Background: an optimization exercise with open tools, aiming at a short achievable clock period and few clock cycles. Do not read the settings as production practice. Function was checked by simulation only, so behaviour that the tests miss may differ from the original. Power and IR drop assume default switching activity.

--- config.mk ---
export PLATFORM = sky130hd
export DESIGN_NAME = pipeline_cpu
export DESIGN_NICKNAME = pipeline_cpu
export VERILOG_FILES = /design/flow/design.v
export SDC_FILE = /design/flow/constraint.sdc
export NUM_CORES = 4
export LEC_CHECK = 0
export CAP_MARGIN = 20
export CORE_MARGIN = 2
export CORE_UTILIZATION = 40
export SLEW_MARGIN = 20
--- constraint.sdc ---
create_clock -name core_clock -period 5.5 [get_ports {CLK}]
set_input_delay 1.1000 -clock core_clock [delete_from_list [all_inputs] [get_ports {CLK}]]
set_output_delay 1.1000 -clock core_clock [all_outputs]
set_load 0.01 [all_outputs]
--- design.v ---
package cpu_types_pkg;
  typedef logic [32-1:0] word_t;
  typedef logic [5-1:0] regbits_t;
  typedef enum logic [5:0] {
    RTYPE = 6'h00,
    J     = 6'h02,
    BEQ   = 6'h04,
    BNE   = 6'h05,
    ADDIU = 6'h09,
    ORI   = 6'h0d,
    LUI   = 6'h0f,
    LW    = 6'h23,
    SW    = 6'h2b,
    HALT  = 6'h3f
  } opcode_t;
  typedef enum logic [5:0] {
    ADDU = 6'h21,
    SUBU = 6'h23,
    AND  = 6'h24,
    OR   = 6'h25,
    SLT  = 6'h2a
  } funct_t;
  typedef enum logic [2:0] {
    ALU_ADD = 3'd0,
    ALU_SUB = 3'd1,
    ALU_AND = 3'd2,
    ALU_OR  = 3'd3,
    ALU_SLT = 3'd4,
    ALU_LUI = 3'd5
  } alu_op_t;
  typedef struct packed {
    logic     reg_wen;
    regbits_t dest;
    alu_op_t  alu_op;
    logic     alu_src_imm;
    logic     ext_sign;
    logic     mem_ren;
    logic     mem_wen;
    logic     beq;
    logic     bne;
    logic     jump;
    logic     halt;
  } ctrl_t;
  typedef struct packed {
    logic  valid;
    word_t instr;
    word_t pc_plus4;
  } fd_t;
  typedef struct packed {
    logic        valid;
    ctrl_t       ctrl;
    word_t       rdat1;
    word_t       rdat2;
    word_t       ext_imm;
    logic [25:0] jidx;
    word_t       pc_plus4;
  } de_t;
  typedef struct packed {
    logic  valid;
    ctrl_t ctrl;
    word_t alu_out;
    logic  zero;
    word_t store_data;
    word_t branch_target;
    word_t jump_target;
  } em_t;
  typedef struct packed {
    logic     valid;
    logic     reg_wen;
    regbits_t dest;
    word_t    wdat;
    logic     halt;
  } mw_t;
endpackage
module fetch_stage #(
  parameter logic [32-1:0] PC_INIT = 32'h0000_0000
) (
  input  logic  CLK,
  input  logic  nRST,
  input  logic  freeze,
  input  logic  stall,
  input  logic  halt,
  input  logic  redirect,
  input  cpu_types_pkg::word_t redirect_pc,
  output logic  imem_ren,
  output cpu_types_pkg::word_t imem_addr,
  input  cpu_types_pkg::word_t imem_load,
  output cpu_types_pkg::fd_t   fd
);
  cpu_types_pkg::word_t pc;
  cpu_types_pkg::word_t pc_plus4;
  logic  run;
  assign pc_plus4 = pc + 32'(4);
  assign imem_ren  = run & ~halt;
  assign imem_addr = pc;
  always_ff @(posedge CLK or negedge nRST) begin
    if (!nRST) begin
      run <= 1'b0;
    end else begin
      run <= 1'b1;
    end
  end
  always_ff @(posedge CLK or negedge nRST) begin
    if (!nRST) begin
      pc <= PC_INIT;
      fd <= '0;
    end else if (!freeze) begin
      if (redirect) begin
        pc       <= redirect_pc;
        fd.valid <= 1'b0;
      end else if (halt || !run) begin
        fd.valid <= 1'b0;
      end else if (!stall) begin
        pc          <= pc_plus4;
        fd.valid    <= 1'b1;
        fd.instr    <= imem_load;
        fd.pc_plus4 <= pc_plus4;
      end
    end
  end
endmodule
module decode_stage (
  input  logic     CLK,
  input  logic     nRST,
  input  logic     freeze,
  input  logic     flush,
  input  cpu_types_pkg::fd_t      fd,
  input  logic     em_busy,
  input  cpu_types_pkg::regbits_t em_dest,
  input  cpu_types_pkg::mw_t      mw,
  output logic     stall,
  output cpu_types_pkg::de_t      de
);
  cpu_types_pkg::opcode_t     op;
  cpu_types_pkg::funct_t      fn;
  cpu_types_pkg::regbits_t    rs;
  cpu_types_pkg::regbits_t    rt;
  cpu_types_pkg::regbits_t    rd;
  logic [15:0] imm;
  cpu_types_pkg::ctrl_t       ctrl;
  logic        uses_rs;
  logic        uses_rt;
  logic        hz_rs;
  logic        hz_rt;
  cpu_types_pkg::word_t       rdat1;
  cpu_types_pkg::word_t       rdat2;
  cpu_types_pkg::word_t       regs [32];
  cpu_types_pkg::de_t         de_n;
  assign op  = cpu_types_pkg::opcode_t'(fd.instr[31:26]);
  assign fn  = cpu_types_pkg::funct_t'(fd.instr[5:0]);
  assign rs  = fd.instr[25:21];
  assign rt  = fd.instr[20:16];
  assign rd  = fd.instr[15:11];
  assign imm = fd.instr[15:0];
  always_comb begin
    ctrl    = '0;
    ctrl.alu_op = cpu_types_pkg::ALU_ADD;
    uses_rs = 1'b0;
    uses_rt = 1'b0;
    case (op)
      cpu_types_pkg::RTYPE: begin
        uses_rs      = 1'b1;
        uses_rt      = 1'b1;
        ctrl.dest    = rd;
        ctrl.reg_wen = 1'b1;
        case (fn)
          cpu_types_pkg::ADDU:    ctrl.alu_op = cpu_types_pkg::ALU_ADD;
          cpu_types_pkg::SUBU:    ctrl.alu_op = cpu_types_pkg::ALU_SUB;
          cpu_types_pkg::AND:     ctrl.alu_op = cpu_types_pkg::ALU_AND;
          cpu_types_pkg::OR:      ctrl.alu_op = cpu_types_pkg::ALU_OR;
          cpu_types_pkg::SLT:     ctrl.alu_op = cpu_types_pkg::ALU_SLT;
          default: ctrl.reg_wen = 1'b0;
        endcase
      end
      cpu_types_pkg::ADDIU, cpu_types_pkg::ORI, cpu_types_pkg::LUI, cpu_types_pkg::LW: begin
        uses_rs          = (op != cpu_types_pkg::LUI);
        ctrl.dest        = rt;
        ctrl.reg_wen     = 1'b1;
        ctrl.alu_src_imm = 1'b1;
        ctrl.ext_sign    = (op != cpu_types_pkg::ORI);
        ctrl.mem_ren     = (op == cpu_types_pkg::LW);
        if (op == cpu_types_pkg::ORI) ctrl.alu_op = cpu_types_pkg::ALU_OR;
        if (op == cpu_types_pkg::LUI) ctrl.alu_op = cpu_types_pkg::ALU_LUI;
      end
      cpu_types_pkg::SW: begin
        uses_rs          = 1'b1;
        uses_rt          = 1'b1;
        ctrl.alu_src_imm = 1'b1;
        ctrl.ext_sign    = 1'b1;
        ctrl.mem_wen     = 1'b1;
      end
      cpu_types_pkg::BEQ, cpu_types_pkg::BNE: begin
        uses_rs       = 1'b1;
        uses_rt       = 1'b1;
        ctrl.alu_op   = cpu_types_pkg::ALU_SUB;
        ctrl.ext_sign = 1'b1;
        ctrl.beq      = (op == cpu_types_pkg::BEQ);
        ctrl.bne      = (op == cpu_types_pkg::BNE);
      end
      cpu_types_pkg::J:       ctrl.jump = 1'b1;
      cpu_types_pkg::HALT:    ctrl.halt = 1'b1;
      default: ;
    endcase
    if (ctrl.dest == '0) ctrl.reg_wen = 1'b0;
  end
  always_ff @(posedge CLK) begin
    if (mw.valid && mw.reg_wen) regs[mw.dest] <= mw.wdat;
  end
  always_comb begin
    if (rs == '0) rdat1 = '0;
    else if (mw.valid && mw.reg_wen && mw.dest == rs) rdat1 = mw.wdat;
    else rdat1 = regs[rs];
    if (rt == '0) rdat2 = '0;
    else if (mw.valid && mw.reg_wen && mw.dest == rt) rdat2 = mw.wdat;
    else rdat2 = regs[rt];
  end
  assign hz_rs = uses_rs && ((de.valid && de.ctrl.reg_wen && de.ctrl.dest == rs) ||
                             (em_busy && em_dest == rs));
  assign hz_rt = uses_rt && ((de.valid && de.ctrl.reg_wen && de.ctrl.dest == rt) ||
                             (em_busy && em_dest == rt));
  assign stall = fd.valid & (hz_rs | hz_rt);
  always_comb begin
    de_n.valid    = fd.valid & ~stall & ~flush;
    de_n.ctrl     = ctrl;
    de_n.rdat1    = rdat1;
    de_n.rdat2    = rdat2;
    de_n.ext_imm  = {{16{ctrl.ext_sign & imm[15]}}, imm};
    de_n.jidx     = fd.instr[25:0];
    de_n.pc_plus4 = fd.pc_plus4;
  end
  always_ff @(posedge CLK or negedge nRST) begin
    if (!nRST) begin
      de <= '0;
    end else if (!freeze) begin
      de <= de_n;
    end
  end
endmodule
module execute_stage (
  input  logic CLK,
  input  logic nRST,
  input  logic freeze,
  input  logic flush,
  input  cpu_types_pkg::de_t  de,
  output cpu_types_pkg::em_t  em
);
  cpu_types_pkg::word_t alu_a;
  cpu_types_pkg::word_t alu_b;
  cpu_types_pkg::word_t alu_out;
  cpu_types_pkg::em_t   em_n;
  assign alu_a = de.rdat1;
  assign alu_b = de.ctrl.alu_src_imm ? de.ext_imm : de.rdat2;
  always_comb begin
    case (de.ctrl.alu_op)
      cpu_types_pkg::ALU_ADD: alu_out = alu_a + alu_b;
      cpu_types_pkg::ALU_SUB: alu_out = alu_a - alu_b;
      cpu_types_pkg::ALU_AND: alu_out = alu_a & alu_b;
      cpu_types_pkg::ALU_OR:  alu_out = alu_a | alu_b;
      cpu_types_pkg::ALU_SLT: alu_out = {{(32-1){1'b0}}, $signed(alu_a) < $signed(alu_b)};
      cpu_types_pkg::ALU_LUI: alu_out = {alu_b[15:0], 16'h0000};
      default: alu_out = '0;
    endcase
  end
  always_comb begin
    em_n.valid         = de.valid & ~flush;
    em_n.ctrl          = de.ctrl;
    em_n.alu_out       = alu_out;
    em_n.zero          = (alu_out == '0);
    em_n.store_data    = de.rdat2;
    em_n.branch_target = de.pc_plus4 + {de.ext_imm[32-3:0], 2'b00};
    em_n.jump_target   = {de.pc_plus4[31:28], de.jidx, 2'b00};
  end
  always_ff @(posedge CLK or negedge nRST) begin
    if (!nRST) begin
      em <= '0;
    end else if (!freeze) begin
      em <= em_n;
    end
  end
endmodule
module memory_stage (
  input  logic  CLK,
  input  logic  nRST,
  input  logic  freeze,
  input  cpu_types_pkg::em_t   em,
  output logic  dmem_ren,
  output logic  dmem_wen,
  output cpu_types_pkg::word_t dmem_addr,
  output cpu_types_pkg::word_t dmem_store,
  input  cpu_types_pkg::word_t dmem_load,
  output logic  redirect,
  output cpu_types_pkg::word_t redirect_pc,
  output cpu_types_pkg::mw_t   mw
);
  logic taken;
  cpu_types_pkg::mw_t  mw_n;
  assign dmem_ren   = em.valid & em.ctrl.mem_ren;
  assign dmem_wen   = em.valid & em.ctrl.mem_wen;
  assign dmem_addr  = em.alu_out;
  assign dmem_store = em.store_data;
  assign taken = em.valid & ((em.ctrl.beq & em.zero) |
                             (em.ctrl.bne & ~em.zero) |
                             em.ctrl.jump);
  assign redirect    = taken | (em.valid & em.ctrl.halt);
  assign redirect_pc = em.ctrl.jump ? em.jump_target : em.branch_target;
  always_comb begin
    mw_n.valid   = em.valid;
    mw_n.reg_wen = em.ctrl.reg_wen;
    mw_n.dest    = em.ctrl.dest;
    mw_n.wdat    = em.ctrl.mem_ren ? dmem_load : em.alu_out;
    mw_n.halt    = em.ctrl.halt;
  end
  always_ff @(posedge CLK or negedge nRST) begin
    if (!nRST) begin
      mw <= '0;
    end else if (!freeze) begin
      mw <= mw_n;
    end
  end
endmodule
module pipeline_cpu #(
  parameter logic [32-1:0] PC_INIT = 32'h0000_0000
) (
  input  logic  CLK,
  input  logic  nRST,
  output logic  imem_ren,
  output logic [32-1:0] imem_addr,
  input  logic [32-1:0] imem_load,
  input  logic  ihit,
  output logic  dmem_ren,
  output logic  dmem_wen,
  output logic [32-1:0] dmem_addr,
  output logic [32-1:0] dmem_store,
  input  logic [32-1:0] dmem_load,
  input  logic  dhit,
  output logic  halt
);
  cpu_types_pkg::fd_t   fd;
  cpu_types_pkg::de_t   de;
  cpu_types_pkg::em_t   em;
  cpu_types_pkg::mw_t   mw;
  logic  stall;
  logic  redirect;
  cpu_types_pkg::word_t redirect_pc;
  logic  freeze;
  logic  fetch_halt;
  logic  core_iren;
  logic  core_dren;
  logic  core_dwen;
  cpu_types_pkg::word_t core_iload;
  cpu_types_pkg::word_t core_dload;
  logic  i_done;
  logic  d_done;
  cpu_types_pkg::word_t i_buf;
  cpu_types_pkg::word_t d_buf;
  assign imem_ren = core_iren & ~i_done;
  assign dmem_ren = core_dren & ~d_done;
  assign dmem_wen = core_dwen & ~d_done;
  assign freeze = (imem_ren & ~ihit) | ((dmem_ren | dmem_wen) & ~dhit);
  assign core_iload = i_done ? i_buf : imem_load;
  assign core_dload = d_done ? d_buf : dmem_load;
  always_ff @(posedge CLK or negedge nRST) begin
    if (!nRST) begin
      i_done <= 1'b0;
      d_done <= 1'b0;
    end else if (!freeze) begin
      i_done <= 1'b0;
      d_done <= 1'b0;
    end else begin
      if (imem_ren && ihit) i_done <= 1'b1;
      if ((dmem_ren || dmem_wen) && dhit) d_done <= 1'b1;
    end
  end
  always_ff @(posedge CLK) begin
    if (freeze && imem_ren && ihit) i_buf <= imem_load;
    if (freeze && dmem_ren && dhit) d_buf <= dmem_load;
  end
  assign fetch_halt = halt | (mw.valid & mw.halt);
  always_ff @(posedge CLK or negedge nRST) begin
    if (!nRST) begin
      halt <= 1'b0;
    end else begin
      halt <= halt | (mw.valid & mw.halt & ~freeze);
    end
  end
  fetch_stage #(.PC_INIT(PC_INIT)) u_fetch (
    .CLK, .nRST, .freeze, .stall, .halt(fetch_halt), .redirect, .redirect_pc,
    .imem_ren(core_iren), .imem_addr, .imem_load(core_iload), .fd
  );
  decode_stage u_decode (
    .CLK, .nRST, .freeze, .flush(redirect), .fd,
    .em_busy(em.valid & em.ctrl.reg_wen), .em_dest(em.ctrl.dest),
    .mw, .stall, .de
  );
  execute_stage u_execute (
    .CLK, .nRST, .freeze, .flush(redirect), .de, .em
  );
  memory_stage u_memory (
    .CLK, .nRST, .freeze, .em, .dmem_ren(core_dren), .dmem_wen(core_dwen),
    .dmem_addr, .dmem_store, .dmem_load(core_dload), .redirect, .redirect_pc, .mw
  );
endmodule
--- run.sh ---
#!/bin/bash
# synth_recipe.tcl (not shown) runs the flow's synth.tcl, then flattens the netlist and writes it again
# the make line also repeats each setting of config.mk as NAME=value (left out here)
make -C /OpenROAD-flow-scripts/flow DESIGN_CONFIG=/design/flow/config.mk WORK_HOME=/design/flow/orfs CLKGATE_MAP_FILE= SYNTH_SCRIPT=/design/flow/synth_recipe.tcl finish
==> metrics.yaml <==
p_leak_nw: 30.0
track_usage: 0.253
arrival_ns: 5.71
pin_count: 168
synth_flop_cell: "edfxtp_1"
post-route-min-period_ns: 4.92
synth_top_family_by_area: "multiplexers"
synthAdderAreaFrac: 0.0249
clock-sinks: 1509
reg2reg_from: "u_decode.de[161]"
routedWlPerCell_um: 30.2
core-area_um2: 187000
yosysWarnings: 5
cts_resized: 0
max_slew.worst_pin.slew_ns: 1.20
clock_path_buffers: 3
clk_pin_slew_ns: 0.07
maxSlewHeadroom: 0.194
synthCells: 5408
finalSetupTns_ns: 0
cts_tree: "built"
cts_buffers: 162
hold_buffers: 0
viasPerCell: 6.08
root_buffer: "clkbuf_16"
cp-startpoint: "u_decode.de[161]"
synth_largest_area_cell: "edfxtp_1"
cp-start-kind: "flip-flop"
ir_drop_mv: 0.386
synthTopCellsByCount: "1,088 x edfxtp_1, 786 x nand2_1, 548 x mux4_2"
synth-compound-area-share: 0.0828
fp.dieArea_um2: 192000
hold_viol: 0
synthSimpleGateAreaFrac: 0.0718
utilization: 0.456
final_cell_area_um2: 85400
drive_above_1_share: 0.192
synth-edff-count: 1088
grt_max_degree: 162
synth_xor_area_frac: 0.0119
endpoint_kind: "flip-flop"
drtIter0Drc: 5561
grt_pass1_wl_um: 351000
yosysTopAreaCellShare: 0.434
async_reset_ff_frac: 0.279
insertion_delay_ns: 0.86
fin_skew_ns: 0.0625
synth-seq-cells: 1509
required_ns: 6.29
maxCapViolCount: 0
power_density_nw_per_um2: 472
outcome: "finished clean"
yosysSeqAreaShare: 0.574
fin_nets: 5687
avgSynthCellArea_um2: 13.9
vias: 49200
place_area_um2: 80000
row_count: 159
fin_crit_sh: 0.894
post-cts-setup-buffers: 0
htreeDepth: 4
start_util: 0.401
ys_types: 94
portBuffers: 167
synthToLayoutAreaGrowth_pct: 13.5
setup_viol: 0
place.gp.congestion: 0.960
first_global_vias: 48600
fmax_mhz: 203
dr.pass1.iters: 6
dp_hpwl_um: 159000
path_class: "flip-flop to flip-flop"
die_w_um: 438
drt.antenna.violating_nets: 0
antenna_found_initial: 11
wl_um: 245000
die_h_um: 438
yosys-top-cells-area: "edfxtp_1 43%, mux4_2 16%, dfrtp_1 14%"
synth_mux_area_frac: 0.201
path_max_fanout: 8
min_path_type: "primary input to async pin"
finalMaxSlewViolations: 0
synth.net_count: 5624
grt_overflow: 0
synth.most_common_cell: "edfxtp_1"
rsz0062_at_grt: "no"
drc: 0
syn-cell-area_um2: 75200
## state kept, by name (all words and copies together) (netlist names)
signal	cells
u_memory.mw	40
u_fetch.fd	65
u_decode.regs	1024
u_decode.de	140
halt	1
i_done	1
d_done	1
u_execute.em	140
d_buf	32
i_buf	32
u_fetch.run	1
u_fetch.pc	32
## final cells by class
type	count	area, µm²
timing repair buffer	337	3290
multi-input combinational	3319	29900
clock buffer	222	4460
fill	16500	102000
clock inverter	75	851
tap	2495	3120
antenna	2	5.00
sequential	1509	43300
inverter	142	536
## stage by stage
stage	hold WS, ns	std cells	power (mW)	setup WS [ns]
3_5_place_dp	0.450	7800	29.4	0.581
5_1_grt	0.390	8100	42.0	0.292
2_1_floorplan	0.433	5408	23.9	1.08
4_1_cts	0.359	8097	40.4	0.609
3_3_place_gp	0.447	7799	29.4	0.650
6_report	0.323	8101	40.3	0.581
## logic make-up (layout without fill, tap and decap cells)
kind of cell	after synthesis	in the layout
muxes	826	826
DFF	1509	1509
adders and majority gates	148	148
and+or+nand+nor	1275	1275
AOI/OAI and AO/OA	967	967
buffers and inverters	580	776
other	1	3
xor gates and xnor gates	102	102
## per-layer routing
metal | routed length (µm) | track usage | vias to the layer above
li1 | - | - | 21000
met3 | 17000 | 0.0414 | 485
met4 | 12700 | 0.120 | 8
met5 | 45 | 0 | -
met1 | 96800 | 0.331 | 25700
met2 | 118000 | 0.412 | 2133
## cells in the final DEF, fill, tap and decap left out, types with 21 or more instances in the layout
| master | synthesis | final |
|---|---|---|
| a211oi_1 | 29 | 29 |
| a21o_1 | 23 | 23 |
| a21oi_1 | 141 | 141 |
| a221oi_1 | 98 | 98 |
| buf_12 | 0 | 25 |
| buf_4 | 69 | 143 |
| clkbuf_1 | 262 | 44 |
| clkbuf_16 | 0 | 164 |
| clkdlybuf4s50_1 | 0 | 166 |
| clkinv_1 | 1 | 21 |
| clkinv_2 | 0 | 28 |
| dfrtp_1 | 421 | 393 |
| edfxtp_1 | 1088 | 1088 |
| ha_1 | 145 | 145 |
| inv_1 | 140 | 138 |
| mux2i_1 | 264 | 264 |
| mux4_2 | 548 | 548 |
| nand2_1 | 786 | 784 |
| nand3_1 | 32 | 32 |
| nand4_1 | 27 | 27 |
| nor2_1 | 240 | 204 |
| nor2_4 | 0 | 35 |
| nor2b_1 | 21 | 21 |
| nor3_1 | 52 | 52 |
| nor4_1 | 21 | 21 |
| o211ai_1 | 46 | 46 |
| o21ai_0 | 359 | 352 |
| o22ai_1 | 69 | 69 |
| o31ai_1 | 23 | 22 |
| xnor2_1 | 54 | 54 |
| xor2_1 | 48 | 48 |
## power breakdown
group / internal (mW) / total, mW / leakage (nW) / switching, mW
clock network: 6.16 / 10.9 / 2.58 / 4.77
registers: 14.3 / 16.3 / 15.2 / 1.96
logic: 5.05 / 13.1 / 12.2 / 8.05
total: 25.6 / 40.3 / 30.0 / 14.8
## final timing paths
check	to	slack (ns)	depth (start not counted)
max in group asynchronous	u_memory.mw[12]	3.95	2
min in group core_clock	u_decode.de[30]	0.46	2
worst min register to register	u_decode.de[30]	0.46	2
worst max-delay path	u_execute.em[96]	0.58	15
worst min-delay path	u_execute.em[28]	0.32	1
worst max register to register	u_execute.em[96]	0.58	15
## critical path: stages (launching register included)
cell and delay, ns:
dfrtp_1 0.49, buf_4 0.26, mux2i_1 0.54, inv_1 0.16, fa_1 0.43, or2_1 0.27, a221oi_2 0.41, o211a_2 0.34
o211ai_2 0.15, a311oi_1 0.32, a31oi_1 0.11, xnor2_1 0.19, a222oi_1 0.60, and4_1 0.34, nand4_1 0.11, o21ai_1 0.15
Testbench counts, summed over its fixed seeds: cycles 112,695.

[port drivers added, routing unchanged]
Ports are ideal in the flow. The routed layout listed here was re-timed in OpenROAD. Step 1 sets driving cells, clkbuf_16 on the clock port and buf_2 on the other inputs (assumed; they add their load-dependent delay and slew). Step 2 times the ports against the registers' clock, not the clock port: input delays grow and output delays shrink by t, the midpoint of the rising clock arrivals with the driver on. Three values: ideal ports, drivers, drivers and shift; two values: the first two.
t (ns): 0.912
setup WS [ns]: 0.581 / 0.581 / 0.581
hold slack, ns: 0.323 / 0.285 / 0.457
clock arrival spread, ns: 0.067 / 0.067
worst slew at a driven data input, ns: 0.12
After both steps this run still meets setup and hold. For this run, drivers alone change the setup slack by 0.000 ns; drivers and shift together by 0.000 ns.
